Source: an optimization exercise on an open RTL-to-GDS flow (aim: small area, a short achievable clock period and few clock cycles). Production flows keep margins and buffers that such runs may drop.
RTL that was checked went through simulation tests only; none was proved equivalent to the original.
Power figures rest on the tool's default switching activity, not on a simulated workload.

==> 02-27 <==
Design offload_engine, start of the top module:
module offload_engine (
    input  wire          ACLK,
    input  wire          ARESET,
    input  wire          csr_awvalid,
    input  wire [11:0]   csr_awaddr,
    input  wire          csr_wvalid,
    input  wire [31:0]   csr_wdata,
    input  wire          csr_bready,
    input  wire          csr_arvalid,
    input  wire [11:0]   csr_araddr,
    input  wire          csr_rready,
    output wire          csr_awready,
    output wire          csr_wready,
    output wire          csr_bvalid,
    output wire          csr_arready,
    output wire          csr_rvalid,
    output wire [31:0]   csr_rdata,
    output wire [2:0]    mem_arvalid,
    output wire [191:0]  mem_araddr,
    output wire [2:0]    mem_rready,
    input  wire [2:0]    mem_arready,
    input  wire [2:0]    mem_rvalid,
    input  wire [95:0]   mem_rdata,
    output wire [2:0]    mem_awvalid,
    output wire [191:0]  mem_awaddr,
    output wire [2:0]    mem_wvalid,
    output wire [95:0]   mem_wdata,
    output wire [2:0]    mem_bready,
    input  wire [2:0]    mem_awready,
    input  wire [2:0]    mem_wready,
    input  wire [2:0]    mem_bvalid
);
clock: 8.0 ns
lec_check: 0
abc_clock_period_in_ps: 2500
cap_margin: 20
core_margin: 2
core_utilization: 45
setup_slack_margin: 5
slew_margin: 20
run.sh (not shown) runs the stock make flow with config.mk's settings and CLKGATE_MAP_FILE= SYNTH_SCRIPT=/design/flow/synth_recipe.tcl, a recipe that flattens the netlist after the stock synthesis.
==> 05-06 (differences from 02-27) <==
--- a/flow/config.mk
+++ b/flow/config.mk
@@ -7,3 +7,2 @@
 export LEC_CHECK = 0
-export ABC_CLOCK_PERIOD_IN_PS = 2500
 export CAP_MARGIN = 20
@@ -11,3 +10,2 @@
 export CORE_UTILIZATION = 45
-export SETUP_SLACK_MARGIN = 5
 export SLEW_MARGIN = 20
==> notes <==
In clock power, 02-27 and 05-06 hardly differ.
Between 05-06 and 02-27, the lower via count is in 05-06 (gap 1.7%, measured against 02-27).
Between 02-27 and 05-06, the lower critical path depth is in 05-06 (gap 1).
Sequential power is about the same in 05-06 and 02-27.
In synthesized cell count, 05-06 and 02-27 do not differ.
Testbench counts of 02-27, summed over its fixed seeds: cycles 12,852.
Testbench counts of 05-06, summed over its fixed seeds: cycles 12,852.

---

==> 03-10 <==
==> flow/design.v <==
`default_nettype none
module host_ctrl_regs (
    input  wire          ACLK,
    input  wire          ARESET,
    input  wire          csr_awvalid,
    input  wire [11:0]   csr_awaddr,
    input  wire          csr_wvalid,
    input  wire [31:0]   csr_wdata,
    input  wire          csr_bready,
    input  wire          csr_arvalid,
    input  wire [11:0]   csr_araddr,
    input  wire          csr_rready,
    output wire          csr_awready,
    output wire          csr_wready,
    output wire          csr_bvalid,
    output wire          csr_arready,
    output wire          csr_rvalid,
    output wire [31:0]   csr_rdata,
    input  wire          busy,
    input  wire          busy_d,      
    input  wire          run_done,
    output wire          start,
    output logic [31:0]  timeout_cycles,
    output logic [191:0] base_addr
);
    logic        awready_q, wready_q, bvalid_q, wr_go;
    logic [11:0] waddr_q;
    logic [31:0] wdata_q;
    logic        aw_hs, w_hs, both;
    assign csr_awready = awready_q;
    assign csr_wready  = wready_q;
    assign csr_bvalid  = bvalid_q;
    assign aw_hs = csr_awvalid && awready_q;
    assign w_hs  = csr_wvalid && wready_q;
    assign both  = (aw_hs || (!awready_q && !bvalid_q)) && (w_hs || (!wready_q && !bvalid_q));
    always_ff @(posedge ACLK) begin
        if (aw_hs) waddr_q <= csr_awaddr;
        if (w_hs)  wdata_q <= csr_wdata;
    end
    always_ff @(posedge ACLK) begin
        if (ARESET) begin
            awready_q <= 1'b1;
            wready_q  <= 1'b1;
            bvalid_q  <= 1'b0;
            wr_go     <= 1'b0;
        end else begin
            wr_go <= both;
            if (both) begin
                awready_q <= 1'b0;
                wready_q  <= 1'b0;
                bvalid_q  <= 1'b1;
            end else if (bvalid_q) begin
                if (csr_bready) begin
                    bvalid_q  <= 1'b0;
                    awready_q <= 1'b1;
                    wready_q  <= 1'b1;
                end
            end else begin
                if (aw_hs) awready_q <= 1'b0;
                if (w_hs)  wready_q  <= 1'b0;
            end
        end
    end
    logic wa_hi0, wa_ctrl;
    assign wa_hi0  = waddr_q[11:6] == 6'd0 && waddr_q[1:0] == 2'd0;
    assign wa_ctrl = wa_hi0 && waddr_q[5:2] == 4'd0;
    assign start   = wr_go && wa_ctrl && wdata_q[0] && !busy;
    always_ff @(posedge ACLK) begin
        if (ARESET) begin
            timeout_cycles <= '0;
            base_addr      <= '0;
        end else if (wr_go && wa_hi0) begin
            case (waddr_q[5:2])
                4'h4: timeout_cycles     <= wdata_q;
                4'h6: base_addr[31:0]    <= wdata_q;
                4'h7: base_addr[63:32]   <= wdata_q;
                4'h8: base_addr[95:64]   <= wdata_q;
                4'h9: base_addr[127:96]  <= wdata_q;
                4'ha: base_addr[159:128] <= wdata_q;
                4'hb: base_addr[191:160] <= wdata_q;
                default: ;
            endcase
        end
    end
    logic        arready_q, rvalid_q, slow_q, rd_ctrl_q, done_q, done_d;
    logic [6:0]  sel_q;
    logic [31:0] rdata_q;
    logic        ar_hs, r_hs;
    logic        ra_hi0, ra_ctrl;
    assign csr_arready = arready_q;
    assign csr_rvalid  = rvalid_q;
    assign csr_rdata   = rdata_q;
    assign ar_hs   = csr_arvalid && arready_q;
    assign r_hs    = rvalid_q && csr_rready;
    assign ra_hi0  = csr_araddr[11:6] == 6'd0 && csr_araddr[1:0] == 2'd0;
    assign ra_ctrl = ra_hi0 && csr_araddr[5:2] == 4'd0;
    always_ff @(posedge ACLK) begin
        if (ARESET) begin
            arready_q <= 1'b1;
            rvalid_q  <= 1'b0;
            slow_q    <= 1'b0;
            rd_ctrl_q <= 1'b0;
        end else begin
            slow_q <= 1'b0;
            if (ar_hs) begin
                arready_q <= 1'b0;
                rvalid_q  <= ra_ctrl;
                slow_q    <= !ra_ctrl;
                rd_ctrl_q <= ra_ctrl;
            end else if (slow_q) begin
                rvalid_q <= 1'b1;
            end else if (r_hs) begin
                rvalid_q  <= 1'b0;
                arready_q <= 1'b1;
                rd_ctrl_q <= 1'b0;
            end
        end
    end
    always_ff @(posedge ACLK) begin
        if (ar_hs) begin
            sel_q[0] <= ra_hi0 && csr_araddr[5:2] == 4'h4;
            sel_q[1] <= ra_hi0 && csr_araddr[5:2] == 4'h6;
            sel_q[2] <= ra_hi0 && csr_araddr[5:2] == 4'h7;
            sel_q[3] <= ra_hi0 && csr_araddr[5:2] == 4'h8;
            sel_q[4] <= ra_hi0 && csr_araddr[5:2] == 4'h9;
            sel_q[5] <= ra_hi0 && csr_araddr[5:2] == 4'ha;
            sel_q[6] <= ra_hi0 && csr_araddr[5:2] == 4'hb;
            rdata_q  <= {30'd0, done_d && ra_ctrl, busy_d && ra_ctrl};
        end else if (slow_q) begin
            rdata_q <= ({32{sel_q[0]}} & timeout_cycles)
                     | ({32{sel_q[1]}} & base_addr[31:0])
                     | ({32{sel_q[2]}} & base_addr[63:32])
                     | ({32{sel_q[3]}} & base_addr[95:64])
                     | ({32{sel_q[4]}} & base_addr[127:96])
                     | ({32{sel_q[5]}} & base_addr[159:128])
                     | ({32{sel_q[6]}} & base_addr[191:160]);
        end
    end
    always_comb begin
        done_d = done_q;
        if (run_done) done_d = 1'b1;
        else if (r_hs && rd_ctrl_q && rdata_q[1]) done_d = 1'b0;
    end
    always_ff @(posedge ACLK) begin
        if (ARESET) done_q <= 1'b0;
        else        done_q <= done_d;
    end
endmodule
`default_nettype wire
`default_nettype none
module run_sequencer (
    input  wire        ACLK,
    input  wire        ARESET,
    input  wire        start,
    input  wire [31:0] timeout_cycles,
    input  wire [2:0]  copied,
    input  wire [2:0]  last_r,
    input  wire [2:0]  sent,
    input  wire [2:0]  last_b,
    output logic       busy,
    output wire        busy_d,
    output logic       copy,
    output wire        send_go,
    output logic       send,
    output wire        abort,
    output wire        run_done
);
    logic [31:0] cycle_count;
    logic        expired;
    assign send_go  = copy && &(copied | last_r);
    assign abort    = busy && expired;
    assign run_done = abort || (send && &(sent | last_b));
    assign busy_d   = start || (busy && !run_done);
    always_ff @(posedge ACLK) begin
        if (ARESET) begin
            busy <= 1'b0;
            copy <= 1'b0;
            send <= 1'b0;
        end else begin
            busy <= busy_d;
            if (start) begin
                copy <= 1'b1;
            end else if (run_done) begin
                copy <= 1'b0;
                send <= 1'b0;
            end else if (send_go) begin
                copy <= 1'b0;
                send <= 1'b1;
            end
        end
    end
    always_ff @(posedge ACLK) begin
        if (ARESET || !busy) begin
            cycle_count <= '0;
            expired     <= 1'b0;
        end else begin
            cycle_count <= cycle_count + 32'd1;
            if (timeout_cycles != '0 && cycle_count == timeout_cycles) expired <= 1'b1;
        end
    end
endmodule
`default_nettype wire
`default_nettype none
module mem_channel (
    input  wire         ACLK,
    input  wire         ARESET,
    input  wire         start,       
    input  wire         copy,        
    input  wire         send_go,     
    input  wire         send,        
    input  wire         abort,       
    input  wire [63:0]  base_addr,
    output wire         rd_arvalid,
    output wire [63:0]  rd_araddr,
    output wire         rd_rready,
    input  wire         rd_arready,
    input  wire         rd_rvalid,
    input  wire [31:0]  rd_rdata,
    output wire         wr_awvalid,
    output wire [63:0]  wr_awaddr,
    output wire         wr_wvalid,
    output wire [31:0]  wr_wdata,
    output wire         wr_bready,
    input  wire         wr_awready,
    input  wire         wr_wready,
    input  wire         wr_bvalid,
    output wire         last_r,      
    output wire         copied,
    output wire         last_b,      
    output wire         sent
);
    localparam int N = 32;
    logic [31:0] fifo [N];
    logic        arv_q, awv_q, wv_q;
    logic [4:0]  a_cnt, r_cnt, w_cnt;
    logic        r_done, w_done;
    logic [4:0]  lo_q;
    logic        wrap_q, wrap_d;
    logic [56:0] hi_q, hi_inc;
    logic        a_hs, r_hs, w_hs, b_hs, last_a;
    assign a_hs   = (arv_q && rd_arready) || (awv_q && wr_awready);
    assign r_hs   = copy && rd_rvalid;
    assign w_hs   = wv_q && wr_wready;
    assign b_hs   = send && wr_bvalid;
    assign last_a = a_hs && a_cnt == 5'd31;
    assign last_r = r_hs && r_cnt == 5'd31;
    assign copied = r_done;
    assign last_b = b_hs && r_cnt == 5'd31;
    assign sent   = r_done;
    assign hi_inc = base_addr[63:7] + 57'd1;
    always_comb begin
        wrap_d = wrap_q;
        if (start || last_a) wrap_d = 1'b0;
        else if (a_hs && lo_q == 5'd31) wrap_d = 1'b1;
    end
    always_ff @(posedge ACLK) begin
        wrap_q <= wrap_d;
        hi_q   <= wrap_d ? hi_inc : base_addr[63:7];
        if (start) lo_q <= base_addr[6:2];
        else if (a_hs) lo_q <= lo_q + 5'd1;
    end
    always_ff @(posedge ACLK) begin
        if (ARESET) begin
            arv_q  <= 1'b0;
            awv_q  <= 1'b0;
            wv_q   <= 1'b0;
            a_cnt  <= '0;
            r_cnt  <= '0;
            w_cnt  <= '0;
            r_done <= 1'b0;
            w_done <= 1'b0;
        end else begin
            if (start) begin
                arv_q  <= 1'b1;
                a_cnt  <= '0;
                r_cnt  <= '0;
                w_cnt  <= '0;
                r_done <= 1'b0;
                w_done <= 1'b0;
            end else begin
                if (a_hs) begin
                    a_cnt <= a_cnt + 5'd1;
                    if (last_a) begin
                        arv_q <= 1'b0;
                        awv_q <= 1'b0;
                    end
                end
                if (r_hs || b_hs) begin
                    r_cnt <= r_cnt + 5'd1;
                    if (r_cnt == 5'd31) r_done <= 1'b1;
                end
                if (send_go) begin
                    awv_q  <= 1'b1;
                    wv_q   <= 1'b1;
                    r_done <= 1'b0;
                end
                if (w_hs) begin
                    w_cnt <= w_cnt + 5'd1;
                    if (w_cnt == 5'd31) wv_q <= 1'b0;
                end
            end
            if (abort) begin
                arv_q <= 1'b0;
                awv_q <= 1'b0;
                wv_q  <= 1'b0;
            end
        end
    end
    always_ff @(posedge ACLK) begin
        if (r_hs || w_hs) begin
            for (int i = 0; i < N - 1; i++) fifo[i] <= fifo[i+1];
            fifo[N-1] <= rd_rdata;
        end
    end
    assign rd_arvalid = arv_q;
    assign rd_araddr  = {hi_q, lo_q, base_addr[1:0]};
    assign rd_rready  = 1'b1;
    assign wr_awvalid = awv_q;
    assign wr_awaddr  = {hi_q, lo_q, base_addr[1:0]};
    assign wr_wvalid  = wv_q;
    assign wr_wdata   = fifo[0];
    assign wr_bready  = 1'b1;
endmodule
`default_nettype wire
`default_nettype none
module offload_engine (
    input  wire          ACLK,
    input  wire          ARESET,
    input  wire          csr_awvalid,
    input  wire [11:0]   csr_awaddr,
    input  wire          csr_wvalid,
    input  wire [31:0]   csr_wdata,
    input  wire          csr_bready,
    input  wire          csr_arvalid,
    input  wire [11:0]   csr_araddr,
    input  wire          csr_rready,
    output wire          csr_awready,
    output wire          csr_wready,
    output wire          csr_bvalid,
    output wire          csr_arready,
    output wire          csr_rvalid,
    output wire [31:0]   csr_rdata,
    output wire [2:0]    mem_arvalid,
    output wire [191:0]  mem_araddr,
    output wire [2:0]    mem_rready,
    input  wire [2:0]    mem_arready,
    input  wire [2:0]    mem_rvalid,
    input  wire [95:0]   mem_rdata,
    output wire [2:0]    mem_awvalid,
    output wire [191:0]  mem_awaddr,
    output wire [2:0]    mem_wvalid,
    output wire [95:0]   mem_wdata,
    output wire [2:0]    mem_bready,
    input  wire [2:0]    mem_awready,
    input  wire [2:0]    mem_wready,
    input  wire [2:0]    mem_bvalid
);
    localparam int NUM_CHANNELS = 3;
    logic         start, busy, busy_d, copy, send_go, send, abort, run_done;
    logic [31:0]  timeout_cycles;
    logic [191:0] base_addr;
    logic [2:0]   last_r, copied, last_b, sent;
    host_ctrl_regs u_regs (
        .ACLK           (ACLK),
        .ARESET         (ARESET),
        .csr_awvalid    (csr_awvalid),
        .csr_awaddr     (csr_awaddr),
        .csr_wvalid     (csr_wvalid),
        .csr_wdata      (csr_wdata),
        .csr_bready     (csr_bready),
        .csr_arvalid    (csr_arvalid),
        .csr_araddr     (csr_araddr),
        .csr_rready     (csr_rready),
        .csr_awready    (csr_awready),
        .csr_wready     (csr_wready),
        .csr_bvalid     (csr_bvalid),
        .csr_arready    (csr_arready),
        .csr_rvalid     (csr_rvalid),
        .csr_rdata      (csr_rdata),
        .busy           (busy),
        .busy_d         (busy_d),
        .run_done       (run_done),
        .start          (start),
        .timeout_cycles (timeout_cycles),
        .base_addr      (base_addr)
    );
    run_sequencer u_sequencer (
        .ACLK           (ACLK),
        .ARESET         (ARESET),
        .start          (start),
        .timeout_cycles (timeout_cycles),
        .copied         (copied),
        .last_r         (last_r),
        .sent           (sent),
        .last_b         (last_b),
        .busy           (busy),
        .busy_d         (busy_d),
        .copy           (copy),
        .send_go        (send_go),
        .send           (send),
        .abort          (abort),
        .run_done       (run_done)
    );
    for (genvar k = 0; k < NUM_CHANNELS; k++) begin : g_channel
        mem_channel u_channel (
            .ACLK       (ACLK),
            .ARESET     (ARESET),
            .start      (start),
            .copy       (copy),
            .send_go    (send_go),
            .send       (send),
            .abort      (abort),
            .base_addr  (base_addr[k*64 +: 64]),
            .rd_arvalid (mem_arvalid[k]),
            .rd_araddr  (mem_araddr[k*64 +: 64]),
            .rd_rready  (mem_rready[k]),
            .rd_arready (mem_arready[k]),
            .rd_rvalid  (mem_rvalid[k]),
            .rd_rdata   (mem_rdata[k*32 +: 32]),
            .wr_awvalid (mem_awvalid[k]),
            .wr_awaddr  (mem_awaddr[k*64 +: 64]),
            .wr_wvalid  (mem_wvalid[k]),
            .wr_wdata   (mem_wdata[k*32 +: 32]),
            .wr_bready  (mem_bready[k]),
            .wr_awready (mem_awready[k]),
            .wr_wready  (mem_wready[k]),
            .wr_bvalid  (mem_bvalid[k]),
            .last_r     (last_r[k]),
            .copied     (copied[k]),
            .last_b     (last_b[k]),
            .sent       (sent[k])
        );
    end
endmodule
`default_nettype wire
==> flow/run.sh <==
#!/bin/bash
# synth_recipe.tcl (not shown) runs the flow's synth.tcl, then flattens the netlist and writes it again
# the make line also repeats each setting of config.mk as NAME=value (left out here)
make -C /OpenROAD-flow-scripts/flow DESIGN_CONFIG=/design/flow/config.mk WORK_HOME=/design/flow/orfs CLKGATE_MAP_FILE= SYNTH_SCRIPT=/design/flow/synth_recipe.tcl finish
==> flow/config.mk <==
export PLATFORM = sky130hd
export DESIGN_NAME = offload_engine
export DESIGN_NICKNAME = offload_engine
export VERILOG_FILES = /design/flow/design.v
export SDC_FILE = /design/flow/constraint.sdc
export NUM_CORES = 4
export LEC_CHECK = 0
export CAP_MARGIN = 20
export CORE_MARGIN = 2
export CORE_UTILIZATION = 45
export SETUP_SLACK_MARGIN = 5
export SLEW_MARGIN = 20
==> flow/constraint.sdc <==
create_clock -name core_clock -period 8.0 [get_ports {ACLK}]
set_input_delay 1.6000 -clock core_clock [delete_from_list [all_inputs] [get_ports {ACLK}]]
set_output_delay 1.6000 -clock core_clock [all_outputs]
set_load 0.01 [all_outputs]
==> 08-18 (differences from 03-10) <==
Settings changed: CTS_CLUSTER_DIAMETER from default to 100, CTS_CLUSTER_SIZE from default to 30.
==> 07-23 (differences from 03-10) <==
--- a/flow/design.v
+++ b/flow/design.v
@@ -231,7 +231,10 @@
 );
-    localparam int N = 32;
-    logic [31:0] fifo [N];
-    logic        arv_q, awv_q, wv_q;
+    localparam int N  = 32;
+    localparam int L  = 4;
+    localparam int LW = $clog2(L);
+    logic [31:0] st [N];
+    logic [31:0] wreg;
+    logic        arv_q, awv_q, wv_q, rr_q;
     logic [4:0]  a_cnt, r_cnt, w_cnt;
-    logic        r_done, w_done;
+    logic        r_done;
     logic [4:0]  lo_q;
@@ -240,4 +243,8 @@
     logic        a_hs, r_hs, w_hs, b_hs, last_a;
+    logic [LW-1:0] k_q, s_q, k_d, s_d, pos;
+    logic          k_run;
+    logic [5:0]    lc, pc;
+    logic          load, pop, shift;
     assign a_hs   = (arv_q && rd_arready) || (awv_q && wr_awready);
-    assign r_hs   = copy && rd_rvalid;
+    assign r_hs   = copy && rr_q && rd_rvalid;
     assign w_hs   = wv_q && wr_wready;
@@ -249,2 +256,8 @@
     assign sent   = r_done;
+    assign load  = send_go || (w_hs && !lc[5]);
+    assign pop   = (send || send_go) && !r_hs && k_q == s_q && (pc != lc || load);
+    assign shift = r_hs || pop;
+    assign pos   = LW'(lc) - k_q;
+    assign k_d   = (k_run || r_hs) ? k_q + 1'b1 : k_q;
+    assign s_d   = shift ? s_q + 1'b1 : s_q;
     assign hi_inc = base_addr[63:7] + 57'd1;
@@ -266,2 +279,3 @@
             wv_q   <= 1'b0;
+            rr_q   <= 1'b1;
             a_cnt  <= '0;
@@ -270,3 +284,7 @@
             r_done <= 1'b0;
-            w_done <= 1'b0;
+            k_q    <= '0;
+            s_q    <= '0;
+            k_run  <= 1'b0;
+            lc     <= '0;
+            pc     <= '0;
         end else begin
@@ -274,2 +292,3 @@
                 arv_q  <= 1'b1;
+                rr_q   <= 1'b1;
                 a_cnt  <= '0;
@@ -278,4 +297,14 @@
                 r_done <= 1'b0;
-                w_done <= 1'b0;
+                k_q    <= '0;
+                s_q    <= '0;
+                k_run  <= 1'b0;
+                lc     <= '0;
+                pc     <= '0;
             end else begin
+                k_q <= k_d;
+                s_q <= s_d;
+                if (r_hs) k_run <= 1'b1;
+                rr_q <= !copy || k_d == s_d;
+                if (load) lc <= lc + 6'd1;
+                if (pop)  pc <= pc + 6'd1;
                 if (a_hs) begin
@@ -309,6 +338,8 @@
     always_ff @(posedge ACLK) begin
-        if (r_hs || w_hs) begin
-            for (int i = 0; i < N - 1; i++) fifo[i] <= fifo[i+1];
-            fifo[N-1] <= rd_rdata;
+        for (int i = 0; i < N; i++) begin
+            if (i % L != L - 1)  st[i] <= st[i+1];
+            else if (i == N - 1) st[i] <= shift ? rd_rdata : st[i-L+1];
+            else                 st[i] <= shift ? st[i+1] : st[i-L+1];
         end
+        if (load) wreg <= st[pos];
     end
@@ -316,3 +347,3 @@
     assign rd_araddr  = {hi_q, lo_q, base_addr[1:0]};
-    assign rd_rready  = 1'b1;
+    assign rd_rready  = rr_q;
     assign wr_awvalid = awv_q;
@@ -320,3 +351,3 @@
     assign wr_wvalid  = wv_q;
-    assign wr_wdata   = fifo[0];
+    assign wr_wdata   = wreg;
     assign wr_bready  = 1'b1;
Settings changed: CTS_CLUSTER_DIAMETER from default to 100, CTS_CLUSTER_SIZE from default to 30.
==> notes.md <==
- Utilization: 03-10 > 07-23 > 08-18.
- Critical path depth is the same in 08-18 and 03-10.
- Against 07-23, the cell count of 08-18 is smaller by 8.1%.
- Between 03-10 and 07-23, the lower first-iteration DRC count is in 07-23 (gap 59%, measured against 07-23).
- Sequential share of layout area: 08-18 > 03-10 > 07-23.
- Against 03-10, the count of clock-buffer cells in the layout of 07-23 is lower by 263.
- Final area: 03-10 > 08-18 > 07-23.
- Between 03-10 and 08-18, the lower worst hold slack is in 03-10 (gap 19 ps).
- In die area, 08-18 and 03-10 do not differ.
- Of 07-23 and 08-18, 07-23 has the higher synthesized cell count (gap 22%, measured against 08-18).
- Worst setup slack: 07-23 < 03-10 < 08-18.
Function was not checked in any run of this note: the RTL went through the layout flow alone.

port drivers added, routing unchanged:
How much do the figures lean on ideal ports? The routed layouts below were timed once more, with nothing changed but the port constraints. Step 1 assumes that a clkbuf_16 drives the clock port and a buf_2 every other input. Step 2 adds t to the input delays and takes it off the output delays; t is the mean of the earliest and latest rising clock arrival at the registers after step 1. Input paths then give back, and output paths get back, about the clock's delay inside the block. Slacks: ideal / step 1 / step 2; pairs: ideal / step 1.
run	shift t [ns]	setup slack, ns	worst setup path after step 2	latest minus earliest clock arrival (ns)	pins driven straight from the clock port
02-27	0.961	4.729 / 4.645 / 4.208	input to register	0.050 / 0.051	1
05-06	0.963	3.802 / 3.716 / 4.081	input to register	0.067 / 0.067	1
03-10	0.968	4.783 / 4.690 / 4.009	input to register	0.085 / 0.085	1
08-18	0.947	4.789 / 4.694 / 4.013	input to register	0.051 / 0.050	1
07-23	0.930	4.758 / 4.675 / 4.039	input to register	0.095 / 0.096	1
After both steps every run listed still meets setup and hold. The setup slack of 08-18, which loses most, moves by -0.095 ns with the drivers and by -0.776 ns with both steps.
